What follows belongs to an exercise in optimizing a design on an open flow for small area, a short achievable clock period and few clock cycles; a production flow would make more cautious choices.
Function was checked by simulation only, so behaviour that the tests miss may differ from the original.

==> run X <==
// adaptive_throughput_meter
module adaptive_throughput_meter #(
    parameter int HISTORY_SLOTS = 10
) (
    input  logic        i_clk,
    input  logic        i_rst_n,
    input  logic        i_in_valid,
    output logic        o_in_stall,
    input  logic [1:0]  i_kind,
    input  logic [15:0] i_byte_count,
    input  logic [9:0]  i_tick_ms,
    output logic        o_out_valid,
    input  logic        i_out_stall,
    output logic [31:0] o_speed,
    output logic        o_window_closed,
    output logic        o_averaged,
    input  logic        i_cfg_valid,
    output logic        o_cfg_ready,
    input  logic [atm_pkg::CFG_IW-1:0] i_cfg_index,
    input  logic [atm_pkg::CFG_DW-1:0] i_cfg_data
);
clock: 8.5 ns
lec_check: 0
cap_margin: 20
core_margin: 2
core_utilization: 40
setup_slack_margin: 4.5
slew_margin: 20
run.sh (not shown) runs the stock make flow with config.mk's settings and CLKGATE_MAP_FILE= SYNTH_SCRIPT=/design/flow/synth_recipe.tcl, a recipe that flattens the netlist after the stock synthesis.
==> run K (differences from run X) <==
--- a/flow/design.v
+++ b/flow/design.v
@@ -66,14 +66,19 @@
     output logic        o_averaged,
     input  logic        i_cfg_valid,
     output logic        o_cfg_ready,
     input  logic [atm_pkg::CFG_IW-1:0] i_cfg_index,
     input  logic [atm_pkg::CFG_DW-1:0] i_cfg_data
 );
+    logic              r_iv;
+    logic [1:0]        r_kind;
+    logic [15:0]       r_byte_count;
+    logic [9:0]        r_tick_ms;
     logic              r_idle;
     logic              r_load;       
+    logic              r_msb;        
     logic              r_norm;       
     logic              r_div;        
     logic              r_stor;       
     logic              r_fin;        
     logic [3:0]        r_depth;
     logic [15:0]       r_window;
@@ -85,42 +90,45 @@
     logic [31:0]       r_hmin;
     logic [31:0]       r_hmax;
     logic              r_closed;
     logic              r_mdiv;       
     logic              r_first;      
     logic              r_neg;        
+    logic              r_qz;         
+    logic [2:0]        r_cm1;        
     logic [3:0]        r_cnt;        
     logic [15:0]       r_rem;
     logic [31:0]       r_quo;
     logic              r_out_valid;
-    logic              w_acc;
+    logic              w_can_go;
+    logic              w_go;
+    logic              w_take;
     logic              w_cfg_acc;
     logic              w_hc_z;
     logic [16:0]       w_el_sum;
     logic [15:0]       w_el_new;
     logic [32:0]       w_by_sum;
     logic [31:0]       w_by_new;
-    logic [16:0]       w_gap;
     logic              w_closing;
     logic              w_need_div;
     logic [41:0]       w_x;
     logic              w_ge_min;
     logic              w_le_max;
     logic              w_trend;
     logic              w_reset_n;
     logic              w_a_inv;
     logic              w_b_inv;
     logic [32:0]       w_sum;
-    logic [47:0]       w_rq;
-    logic              w_x_nz;
-    logic [5:0]        w_x_msb;
+    logic [31:0]       w_lz_in;
+    logic              w_n_nz;
+    logic [5:0]        w_n_msb;
     logic [3:0]        w_d_msb;
     logic [6:0]        w_t;
-    logic              w_q_zero;
-    logic              w_big;
-    logic [2:0]        w_cm1;        
+    logic              w_qz;
+    logic [2:0]        w_cm1;
+    logic [47:0]       w_rq;
     logic [47:0]       w_sh1;
     logic [47:0]       w_sh2;
     logic [47:0]       w_sh3;
     logic              w_sat;
     logic              w_done;
     logic [15:0]       w_rem_n;
@@ -137,68 +145,70 @@
                 p[k] = z[2*k+1] ? (p[2*k+1] | 6'(32 / w)) : p[2*k];
                 z[k] = z[2*k+1] | z[2*k];
             end
         end
         msb64 = {z[0], p[0]};
     endfunction
-    assign o_in_stall  = i_cfg_valid || !r_idle || (r_out_valid && i_out_stall);
-    assign o_cfg_ready = r_idle && !r_out_valid;
-    assign w_acc       = i_in_valid && !o_in_stall;
+    assign w_can_go    = r_idle && (!r_out_valid || !i_out_stall);
+    assign w_go        = r_iv && w_can_go;
+    assign o_in_stall  = i_cfg_valid || (r_iv && !w_can_go);
+    assign w_take      = i_in_valid && !o_in_stall;
+    assign o_cfg_ready = r_idle && !r_iv && !r_out_valid;
     assign w_cfg_acc   = i_cfg_valid && o_cfg_ready;
     assign w_hc_z          = (r_hc == 4'd0);
     assign o_out_valid     = r_out_valid;
     assign o_averaged      = !w_hc_z;
     assign o_speed         = w_hc_z ? r_quo : r_mean;
     assign o_window_closed = r_closed;
     always_comb begin
-        w_el_sum  = {1'b0, r_elapsed} + 17'(i_tick_ms);
+        w_el_sum  = {1'b0, r_elapsed} + 17'(r_tick_ms);
         w_el_new  = w_el_sum[16] ? 16'hFFFF : w_el_sum[15:0];
-        w_by_sum  = {1'b0, r_bytes} + 33'(i_byte_count);
+        w_by_sum  = {1'b0, r_bytes} + 33'(r_byte_count);
         w_by_new  = w_by_sum[32] ? 32'hFFFF_FFFF : w_by_sum[31:0];
-        w_gap     = {1'b0, r_window} - {1'b0, r_elapsed};
-        w_closing = (i_kind == 2'd1) && (r_window != 16'hFFFF)
-                 && (w_gap[16] || (16'(i_tick_ms) > w_gap[15:0]));
-        case (i_kind)
+        w_closing = (r_kind == 2'd1) && (w_el_new > r_window);
+        case (r_kind)
             2'd1:    w_need_div = w_closing
-                               || (w_hc_z && (r_elapsed != 16'd0 || i_tick_ms != 10'd0));
+                               || (w_hc_z && (r_elapsed != 16'd0 || r_tick_ms != 10'd0));
             2'd2:    w_need_div = 1'b0;
             default: w_need_div = w_hc_z && (r_elapsed != 16'd0);
         endcase
         w_x       = {(42'(r_bytes) << 7) - (42'(r_bytes) << 1) - 42'(r_bytes)} << 3;
         w_ge_min  = (r_hmin >= r_quo);
         w_le_max  = (r_hmax <= r_quo);
         w_trend   = (r_depth == 4'd0) || w_ge_min || w_le_max;
         w_reset_n = r_closed && (r_hc > r_depth) && w_trend;
         w_a_inv   = r_fin && r_neg;
         w_b_inv   = r_stor;
         w_sum     = {1'b0, r_quo ^ {32{w_a_inv}}} + {1'b0, r_mean ^ {32{w_b_inv}}}
                   + 33'(w_b_inv);
-        w_rq      = {r_rem, r_quo};
-        {w_x_nz, w_x_msb} = msb64({16'd0, w_rq});
+        w_lz_in   = r_load ? r_bytes : r_quo;
+        {w_n_nz, w_n_msb} = msb64({32'd0, w_lz_in});
         w_d_msb   = 4'(msb64({48'd0, r_elapsed}));
-        w_t       = {1'b0, w_x_msb} - {3'b0, w_d_msb};
-        w_q_zero  = !w_x_nz || w_t[6];
-        w_big     = !w_t[6] && w_t[5];
-        w_cm1     = w_big ? 3'd7 : w_t[4:2];
-        w_sh1     = w_cm1[0] ? w_rq  : (w_rq  << 4);
-        w_sh2     = w_cm1[1] ? w_sh1 : (w_sh1 << 8);
-        w_sh3     = w_cm1[2] ? w_sh2 : (w_sh2 << 16);
+        w_t       = {1'b0, w_n_msb} + (r_load ? 7'd10 : 7'd0) - {3'b0, w_d_msb};
+        w_qz      = !w_n_nz || w_t[6];
+        w_cm1     = (!w_t[6] && w_t[5]) ? 3'd7 : w_t[4:2];
+        w_rq      = {r_rem, r_quo};
+        w_sh1     = r_cm1[0] ? w_rq  : (w_rq  << 4);
+        w_sh2     = r_cm1[1] ? w_sh1 : (w_sh1 << 8);
+        w_sh3     = r_cm1[2] ? w_sh2 : (w_sh2 << 16);
         w_sat     = (r_rem >= r_elapsed);
-        w_done    = (r_norm && (w_sat || w_q_zero)) || (r_div && r_cnt == 4'd0);
+        w_done    = (r_norm && (w_sat || r_qz)) || (r_div && r_cnt == 4'd0);
     end
     atm_div u_div (
         .i_rem  (r_rem),
         .i_quo  (r_quo),
         .i_dvs  (r_elapsed),
         .o_rem  (w_rem_n),
         .o_quo  (w_quo_n)
     );
     always_ff @(posedge i_clk) begin
         if (!i_rst_n) begin
+            r_iv        <= 1'b0;
             r_idle      <= 1'b1;
             r_load      <= 1'b0;
+            r_msb       <= 1'b0;
             r_norm      <= 1'b0;
             r_div       <= 1'b0;
             r_stor      <= 1'b0;
             r_fin       <= 1'b0;
             r_depth     <= DEPTH_RESET;
             r_window    <= WINDOW_RESET;
@@ -206,12 +216,17 @@
             r_mean      <= '0;
             r_mcount    <= '0;
             r_bytes     <= '0;
             r_elapsed   <= '0;
             r_out_valid <= 1'b0;
         end else begin
+            if (w_take) begin
+                r_iv <= 1'b1;
+            end else if (w_go) begin
+                r_iv <= 1'b0;
+            end
             if (r_out_valid && !i_out_stall) begin
                 r_out_valid <= 1'b0;
             end
             if (w_cfg_acc) begin
                 case (i_cfg_index)
                     CFG_DEPTH: begin
@@ -222,14 +237,14 @@
                         end
                     end
                     CFG_WINDOW: r_window <= i_cfg_data;
                     default: ;
                 endcase
             end
-            if (w_acc) begin
-                case (i_kind)
+            if (w_go) begin
+                case (r_kind)
                     2'd0: r_bytes <= w_by_new;
                     2'd1: r_elapsed <= w_el_new;
                     2'd2: begin
                         r_bytes   <= '0;
                         r_elapsed <= '0;
                         r_hc      <= '0;
@@ -256,15 +271,19 @@
                         r_mcount <= r_mcount + 16'd1;
                     end
                 end
                 r_load <= 1'b0;
                 r_norm <= 1'b1;
             end
+            if (r_msb) begin
+                r_msb  <= 1'b0;
+                r_norm <= 1'b1;
+            end
             if (r_norm) begin
                 r_norm <= 1'b0;
-                if (!(w_sat || w_q_zero)) begin
+                if (!(w_sat || r_qz)) begin
                     r_div <= 1'b1;
                 end
             end
             if (r_div && r_cnt == 4'd0) begin
                 r_div <= 1'b0;
             end
@@ -286,40 +305,49 @@
                     r_mean      <= r_quo;
                     r_elapsed   <= '0;
                     r_idle      <= 1'b1;
                     r_out_valid <= 1'b1;
                 end else begin
                     r_elapsed <= r_mcount;
-                    r_norm    <= 1'b1;
+                    r_msb     <= 1'b1;
                 end
             end
             if (r_fin) begin
                 r_fin       <= 1'b0;
                 r_elapsed   <= '0;
                 r_mean      <= w_sum[31:0];
                 r_idle      <= 1'b1;
                 r_out_valid <= 1'b1;
             end
         end
     end
     always_ff @(posedge i_clk) begin
-        if (w_acc) begin
+        if (w_take) begin
+            r_kind       <= i_kind;
+            r_byte_count <= i_byte_count;
+            r_tick_ms    <= i_tick_ms;
+        end
+        if (w_go) begin
             r_closed <= w_closing;
             r_mdiv   <= 1'b0;
-            r_quo    <= (w_hc_z || i_kind == 2'd2) ? 32'd0 : r_mean;
+            r_quo    <= (w_hc_z || r_kind == 2'd2) ? 32'd0 : r_mean;
+        end
+        if (r_load || r_msb) begin
+            r_qz  <= w_qz;
+            r_cm1 <= w_cm1;
         end
         if (r_load) begin
             r_first <= w_reset_n || r_mcount == 16'd0;
             r_rem   <= 16'(w_x[41:32]);
             r_quo   <= w_x[31:0];
         end
         if (r_norm) begin
-            r_cnt <= {w_cm1, 1'b1};
+            r_cnt <= {r_cm1, 1'b1};
             if (w_sat) begin
                 r_quo <= '1;
-            end else if (w_q_zero) begin
+            end else if (r_qz) begin
                 r_quo <= '0;
             end else begin
                 {r_rem, r_quo} <= w_sh3;
             end
         end
         if (r_div) begin
Settings changed: TNS_END_PERCENT set to 5.
==> out/metrics.yaml <==
start_util: 0.402
vias: 26333
status: "finished clean"
top_layer: "met4"
synth_area_leader_cell: "ha_1"
yosysSeqAreaShare: 0.237
final.period_utilization: 0.546
cts_htree_levels: 1
# the run above: run X

==> out/metrics.yaml <==
status: "finished clean"
top_layer: "met5"
start_util: 0.403
vias: 24647
final.period_utilization: 0.505
synth_area_leader_cell: "edfxtp_1"
# the run above: run K

Testbench counts of run X, summed over its fixed seeds: cycles 39,635.
Testbench counts of run K, summed over its fixed seeds: cycles 40,459.


==> job 370 <==
Another version of the RTL of adaptive_throughput_meter (not shown whole).
==> flow/config.mk <==
export PLATFORM = sky130hd
export DESIGN_NAME = adaptive_throughput_meter
export DESIGN_NICKNAME = adaptive_throughput_meter
export VERILOG_FILES = /design/flow/design.v
export SDC_FILE = /design/flow/constraint.sdc
export NUM_CORES = 4
export LEC_CHECK = 0
export CAP_MARGIN = 20
export CORE_MARGIN = 2
export CORE_UTILIZATION = 40
export SETUP_SLACK_MARGIN = 4.7
export SLEW_MARGIN = 20
==> flow/constraint.sdc <==
create_clock -name core_clock -period 8.5 [get_ports {i_clk}]
set_input_delay 1.7000 -clock core_clock [delete_from_list [all_inputs] [get_ports {i_clk}]]
set_output_delay 1.7000 -clock core_clock [all_outputs]
set_load 0.01 [all_outputs]
==> inputs of job 4762, as changes to job 370 <==
--- a/flow/design.v
+++ b/flow/design.v
@@ -4,55 +4,52 @@
     localparam int CFG_DW  = 16;
     localparam logic [3:0]        DEPTH_RESET  = 4'd5;
     localparam logic [15:0]       WINDOW_RESET = 16'd1000;
     localparam logic [CFG_IW-1:0] CFG_DEPTH    = 4'd0;
     localparam logic [CFG_IW-1:0] CFG_WINDOW   = 4'd1;
 endpackage
 module atm_div (
     input  logic [15:0] i_rem,
-    input  logic [32:0] i_quo,
+    input  logic [31:0] i_quo,
     input  logic [15:0] i_dvs,
     output logic [15:0] o_rem,
-    output logic [32:0] o_quo
+    output logic [31:0] o_quo
 );
-    logic [19:0] w_w;
-    logic [19:0] w_d1;
-    logic [19:0] w_d2;
-    logic [19:0] w_d4;
-    logic [19:0] w_d8;
-    logic [19:0] w_t [1:7];
-    function automatic logic [19:0] add3(input logic [19:0] a, input logic [19:0] b,
-                                         input logic [19:0] c, input logic two);
-        logic [19:0] s;
-        logic [19:0] m;
-        s = a ^ b ^ c;
-        m = {(a[18:0] & b[18:0]) | (a[18:0] & c[18:0]) | (b[18:0] & c[18:0]), two};
-        add3 = s + m + 20'd1;
-    endfunction
+    logic [17:0] w_sh;
+    logic [18:0] w_t1;
+    logic [18:0] w_t2;
+    logic [18:0] w_t3;
+    logic [18:0] w_a;
+    logic [18:0] w_b;
+    logic [18:0] w_c;
+    logic [18:0] w_s;
+    logic [18:0] w_k;
     always_comb begin
-        w_w    = {1'b0, i_rem, i_quo[32:30]};
-        w_d1   = {4'b0, i_dvs};
-        w_d2   = {3'b0, i_dvs, 1'b0};
-        w_d4   = {2'b0, i_dvs, 2'b0};
-        w_d8   = {1'b0, i_dvs, 3'b0};
-        w_t[1] = w_w - w_d1;
-        w_t[2] = w_w - w_d2;
-        w_t[4] = w_w - w_d4;
-        w_t[3] = add3(w_w, ~w_d1, ~w_d2, 1'b1);
-        w_t[5] = add3(w_w, ~w_d1, ~w_d4, 1'b1);
-        w_t[6] = add3(w_w, ~w_d2, ~w_d4, 1'b1);
-        w_t[7] = add3(w_w, w_d1, ~w_d8, 1'b0);
-        o_rem  = w_w[15:0];
-        o_quo  = {i_quo[29:0], 3'd0};
-        for (int j = 1; j <= 7; j++) begin
-            if (!w_t[j][19]) begin
-                o_rem = w_t[j][15:0];
-                o_quo = {i_quo[29:0], 3'(j)};
-            end
+        w_sh = {i_rem, i_quo[31:30]};
+        w_t1 = {1'b0, w_sh} - {3'b0, i_dvs};
+        w_t2 = {1'b0, w_sh} - {2'b0, i_dvs, 1'b0};
+        w_a  = {1'b0, w_sh};
+        w_b  = ~{3'b0, i_dvs};
+        w_c  = ~{2'b0, i_dvs, 1'b0};
+        w_s  = w_a ^ w_b ^ w_c;
+        w_k  = {(w_a[17:0] & w_b[17:0]) | (w_a[17:0] & w_c[17:0]) | (w_b[17:0] & w_c[17:0]), 1'b1};
+        w_t3 = w_s + w_k + 19'd1;
+        if (!w_t3[18]) begin
+            o_rem = w_t3[15:0];
+            o_quo = {i_quo[29:0], 2'd3};
+        end else if (!w_t2[18]) begin
+            o_rem = w_t2[15:0];
+            o_quo = {i_quo[29:0], 2'd2};
+        end else if (!w_t1[18]) begin
+            o_rem = w_t1[15:0];
+            o_quo = {i_quo[29:0], 2'd1};
+        end else begin
+            o_rem = w_sh[15:0];
+            o_quo = {i_quo[29:0], 2'd0};
         end
     end
 endmodule
 import atm_pkg::*;
 module adaptive_throughput_meter #(
     parameter int HISTORY_SLOTS = 10
 ) (
     input  logic        i_clk,
@@ -105,17 +102,17 @@
     logic              r_mdiv;       
     logic              r_first;      
     logic              r_neg;        
     logic              r_qz;         
     logic [3:0]        r_cp;         
     logic [3:0]        r_cnt;        
     logic [15:0]       r_dvs;        
     logic [15:0]       r_rem;
-    logic [32:0]       r_quo;        
+    logic [31:0]       r_quo;
     logic              w_pop;
     logic              w_pop_n0;
     logic              w_drained;
     logic              w_cip;
     logic              w_cls_fast;
     logic              w_cls_restart;
     logic              w_go_idle;
     logic              w_go_cip;
@@ -146,26 +143,25 @@
     logic [32:0]       w_sum;
     logic [31:0]       w_lz_in;
     logic              w_n_nz;
     logic [5:0]        w_n_msb;
     logic [3:0]        w_d_msb;
     logic [6:0]        w_t;
     logic              w_qz;
     logic [3:0]        w_cp;
-    logic [3:0]        w_u;
-    logic [48:0]       w_rq;
-    logic [48:0]       w_sh0;
-    logic [48:0]       w_sh1;
-    logic [48:0]       w_sh2;
-    logic [48:0]       w_sh3;
+    logic [47:0]       w_rq;
+    logic [47:0]       w_sh0;
+    logic [47:0]       w_sh1;
+    logic [47:0]       w_sh2;
+    logic [47:0]       w_sh3;
     logic              w_sat;
     logic              w_done;
     logic [15:0]       w_rem_n;
-    logic [32:0]       w_quo_n;
+    logic [31:0]       w_quo_n;
     function automatic logic [6:0] msb64(input logic [63:0] v);
         logic [15:0][5:0] p;
         logic [15:0]      z;
         for (int k = 0; k < 16; k++) begin
             z[k] = |v[4*k +: 4];
             p[k] = v[4*k+3] ? 6'd3 : v[4*k+2] ? 6'd2 : v[4*k+1] ? 6'd1 : 6'd0;
         end
         for (int w = 8; w >= 1; w = w / 2) begin
@@ -178,17 +174,17 @@
     endfunction
     assign w_hc_z = (r_hc == 4'd0);
     assign w_in_val     = (i_kind == 2'd1) ? 16'(i_tick_ms) : i_byte_count;
     assign r_byte_count = r_val;
     assign r_tick_ms    = r_val[9:0];
     assign o_out_valid     = r_dv || r_c0 || (r_n0 != 5'd0);
     assign o_window_closed = !r_dv && r_c0;
     assign o_averaged      = !r_dv;
-    assign o_speed         = r_dv ? r_quo[31:0] : r_mean;
+    assign o_speed         = r_dv ? r_quo : r_mean;
     assign w_pop           = o_out_valid && !i_out_stall;
     assign w_pop_n0        = w_pop && !r_dv && !r_c0;
     assign w_drained       = !r_dv && !r_c0 && (r_n0 == 5'd0);
     assign w_cip = r_cls && !r_idle;
     always_comb begin
         w_el_sum  = {1'b0, r_elapsed} + 17'(r_tick_ms);
         w_el_new  = w_el_sum[16] ? 16'hFFFF : w_el_sum[15:0];
         w_by_sum  = {1'b0, r_bytes} + 33'(r_byte_count);
@@ -206,50 +202,36 @@
         w_cls_restart = (r_kind == 2'd2);
         w_cls_fast    = !w_closing && !w_cls_restart && (w_cip || !w_hc_z);
         w_go_idle     = r_idle && (w_hc_z ? (!r_c0 && (r_n0 == 5'd0) && (!r_dv || !i_out_stall))
                                           : (w_cls_restart ? w_drained : (r_n0 != 5'd31)));
         w_go_cip      = w_cip && !r_load && (r_n1 != 5'd31) && !w_closing && !w_cls_restart;
         w_go          = r_iv && (w_go_idle || w_go_cip);
         w_fin         = r_fin && w_drained;
         w_x       = {(42'(r_bytes) << 7) - (42'(r_bytes) << 1) - 42'(r_bytes)} << 3;
-        w_ge_min  = (r_hmin >= r_quo[31:0]);
-        w_le_max  = (r_hmax <= r_quo[31:0]);
+        w_ge_min  = (r_hmin >= r_quo);
+        w_le_max  = (r_hmax <= r_quo);
         w_trend   = (r_depth == 4'd0) || w_ge_min || w_le_max;
         w_reset_n = (r_hc > r_depth) && w_trend;
         w_a_inv   = r_fin && r_neg;
         w_b_inv   = r_stor;
-        w_sum     = {1'b0, r_quo[31:0] ^ {32{w_a_inv}}} + {1'b0, r_mean ^ {32{w_b_inv}}}
+        w_sum     = {1'b0, r_quo ^ {32{w_a_inv}}} + {1'b0, r_mean ^ {32{w_b_inv}}}
                   + 33'(w_b_inv);
-        w_lz_in   = r_load ? r_bytes : r_quo[31:0];
+        w_lz_in   = r_load ? r_bytes : r_quo;
         {w_n_nz, w_n_msb} = msb64({32'd0, w_lz_in});
         w_d_msb   = 4'(msb64({48'd0, r_dvs}));
         w_t       = {1'b0, w_n_msb} + (r_load ? 7'd10 : 7'd0) - {3'b0, w_d_msb};
         w_qz      = !w_n_nz || w_t[6];
-        case (w_t[4:0])
-            5'd0, 5'd1, 5'd2:    w_cp = 4'd0;
-            5'd3, 5'd4, 5'd5:    w_cp = 4'd1;
-            5'd6, 5'd7, 5'd8:    w_cp = 4'd2;
-            5'd9, 5'd10, 5'd11:  w_cp = 4'd3;
-            5'd12, 5'd13, 5'd14: w_cp = 4'd4;
-            5'd15, 5'd16, 5'd17: w_cp = 4'd5;
-            5'd18, 5'd19, 5'd20: w_cp = 4'd6;
-            5'd21, 5'd22, 5'd23: w_cp = 4'd7;
-            5'd24, 5'd25, 5'd26: w_cp = 4'd8;
-            5'd27, 5'd28, 5'd29: w_cp = 4'd9;
-            default:             w_cp = 4'd10;
-        endcase
-        if (w_t[6] || w_t[5]) w_cp = 4'd10;
-        w_u       = 4'd10 - r_cp;
+        w_cp      = (!w_t[6] && w_t[5]) ? 4'd15 : w_t[4:1];
         w_rq      = {r_rem, r_quo};
-        w_sh0     = w_u[0] ? (w_rq  << 3)  : w_rq;
-        w_sh1     = w_u[1] ? (w_sh0 << 6)  : w_sh0;
-        w_sh2     = w_u[2] ? (w_sh1 << 12) : w_sh1;
-        w_sh3     = w_u[3] ? (w_sh2 << 24) : w_sh2;
-        w_sat     = ({r_rem, r_quo[32]} >= {1'b0, r_dvs});
+        w_sh0     = r_cp[0] ? w_rq  : (w_rq  << 2);
+        w_sh1     = r_cp[1] ? w_sh0 : (w_sh0 << 4);
+        w_sh2     = r_cp[2] ? w_sh1 : (w_sh1 << 8);
+        w_sh3     = r_cp[3] ? w_sh2 : (w_sh2 << 16);
+        w_sat     = (r_rem >= r_dvs);
         w_done    = (r_norm && (w_sat || r_qz)) || (r_div && r_cnt == 4'd0);
     end
     assign o_in_stall  = i_cfg_valid || r_iv2;
     assign w_take      = i_in_valid && !o_in_stall;
     assign o_cfg_ready = r_idle && !r_iv && w_drained;
     assign w_cfg_acc   = i_cfg_valid && o_cfg_ready;
     atm_div u_div (
         .i_rem  (r_rem),
@@ -376,17 +358,17 @@
                 if (r_first) begin
                     r_fin <= 1'b1;
                 end else begin
                     r_msb <= 1'b1;
                 end
             end
             if (w_fin) begin
                 r_fin  <= 1'b0;
-                r_mean <= r_first ? r_quo[31:0] : w_sum[31:0];
+                r_mean <= r_first ? r_quo : w_sum[31:0];
                 r_idle <= 1'b1;
             end
         end
     end
     always_ff @(posedge i_clk) begin
         if ((w_go && (r_iv2 || w_take)) || (!r_iv && w_take)) begin
             r_kind <= r_iv2 ? r_kind2 : i_kind;
             r_val  <= r_iv2 ? r_val2 : w_in_val;
@@ -394,49 +376,49 @@
         if (w_take && r_iv) begin
             r_kind2 <= i_kind;
             r_val2  <= w_in_val;
         end
         if (w_go && r_idle) begin
             r_cls  <= w_closing;
             r_mdiv <= 1'b0;
             r_dvs  <= (r_kind == 2'd1) ? w_el_new : r_elapsed;
-            r_quo  <= (w_hc_z || w_cls_restart) ? 33'd0 : {1'b0, r_mean};
+            r_quo  <= (w_hc_z || w_cls_restart) ? 32'd0 : r_mean;
         end
         if (r_load || r_msb) begin
             r_qz <= w_qz;
             r_cp <= w_cp;
         end
         if (r_load) begin
             r_first <= w_reset_n || r_mcount == 15'd0;
-            r_rem   <= 16'(w_x[41:33]);
-            r_quo   <= w_x[32:0];
+            r_rem   <= 16'(w_x[41:32]);
+            r_quo   <= w_x[31:0];
         end
         if (r_norm) begin
             r_cnt <= r_cp;
             if (w_sat) begin
-                r_quo <= {1'b0, 32'hFFFF_FFFF};
+                r_quo <= '1;
             end else if (r_qz) begin
                 r_quo <= '0;
             end else begin
                 {r_rem, r_quo} <= w_sh3;
             end
         end
         if (r_div) begin
             r_cnt <= r_cnt - 4'd1;
             r_rem <= w_rem_n;
             r_quo <= w_quo_n;
         end
         if (r_stor) begin
             if (r_hc < r_depth) begin
-                if (w_hc_z || w_ge_min) r_hmin <= r_quo[31:0];
-                if (w_hc_z || w_le_max) r_hmax <= r_quo[31:0];
+                if (w_hc_z || w_ge_min) r_hmin <= r_quo;
+                if (w_hc_z || w_le_max) r_hmax <= r_quo;
             end
             if (!r_first) begin
                 r_mdiv <= 1'b1;
                 r_neg  <= !w_sum[32];
                 r_dvs  <= r_mcount;
                 r_rem  <= '0;
-                r_quo  <= {1'b0, w_sum[32] ? w_sum[31:0] : ~w_sum[31:0]};
+                r_quo  <= w_sum[32] ? w_sum[31:0] : ~w_sum[31:0];
             end
         end
     end
 endmodule
- CTS_BUF_LIST: default -> sky130_fd_sc_hd__clkbuf_8 sky130_fd_sc_hd__clkbuf_16
- CTS_CLUSTER_DIAMETER: default -> 80
- CTS_CLUSTER_SIZE: default -> 20
==> flow_metrics.py <==
metrics = {
    "synth": {
        "seq_area_frac_synth": 0.2531,
        "syn_area_sq_um": 29580,
        "synthXorXnorAreaFrac": 0.06557,
        "yosysMostFrequentCell": "a21oi_1",
    },
    "worst_setup_path": {
        "slowest_stage": "clkdlybuf4s50_1",
        "critPathMaxStageDelay_ns": 0.53,
    },
    "status": {
        "status": "no timing/DRC/antenna violations",
    },
    "global_routing": {
        "grt_use_met1": 0.3584,
    },
    "route": {
        "viasPerCell": 6.027,
    },
}
the above is filed under job 4762

==> flow_metrics.py <==
metrics = {
    "worst_setup_path": {
        "slowest_stage": "or3_1",
        "rr_worst_depth": 18,
        "critPathMaxStageDelay_ns": 0.47,
        "crit_buf_inv": 2,
    },
    "synth": {
        "synthAdderAreaFrac": 0.1979,
        "ys_ff_latch": 319,
        "synthXorXnorAreaFrac": 0.07093,
    },
    "route": {
        "viasPerCell": 6.116,
    },
    "status": {
        "status": "no timing/DRC/antenna violations",
    },
    "final_layout": {
        "nMultiInputCombCells": 3325,
    },
    "global_routing": {
        "grt_use_met1": 0.3911,
    },
}
the above is filed under job 370

Testbench counts of job 370, summed over its fixed seeds: cycles 25,062.
Testbench counts of job 4762, summed over its fixed seeds: cycles 30,114.

[separate check: timing with driven ports]
The flow's constraints put no driver on any port. The routed layouts listed below were extracted and timed again, unchanged, in two steps. Step 1: set_driving_cell puts a clkbuf_16 on i_clk and a buf_2 on each other input, an assumption about the parent block. Step 2 also shifts input and output timing later by t, the mid clock arrival at the registers, as if the neighbouring blocks saw the same clock. Three values: ideal ports, drivers, drivers and shift; two values: the first two.
| run | t, ns | slack for setup (ns) | hold slack, ns | worst setup path at the end | pins driven straight from the clock port |
|---|---|---|---|---|---|
| run X | 0.676 | 3.860 / 3.860 / 3.713 | 0.478 / 0.478 / 0.478 | input to register | 1 |
| run K | 0.641 | 4.203 / 4.203 / 3.678 | 0.479 / 0.479 / 0.479 | input to register | 1 |
| job 370 | 0.635 | 4.376 / 4.376 / 4.176 | 0.465 / 0.465 / 0.465 | input to register | 1 |
| job 4762 | 0.669 | 4.697 / 4.635 / 4.397 | 0.473 / 0.473 / 0.473 | input to register | 1 |
After both steps every run listed still meets setup and hold. The setup slack of run K, which loses most, moves by 0.000 ns with the drivers and by -0.525 ns with both steps.
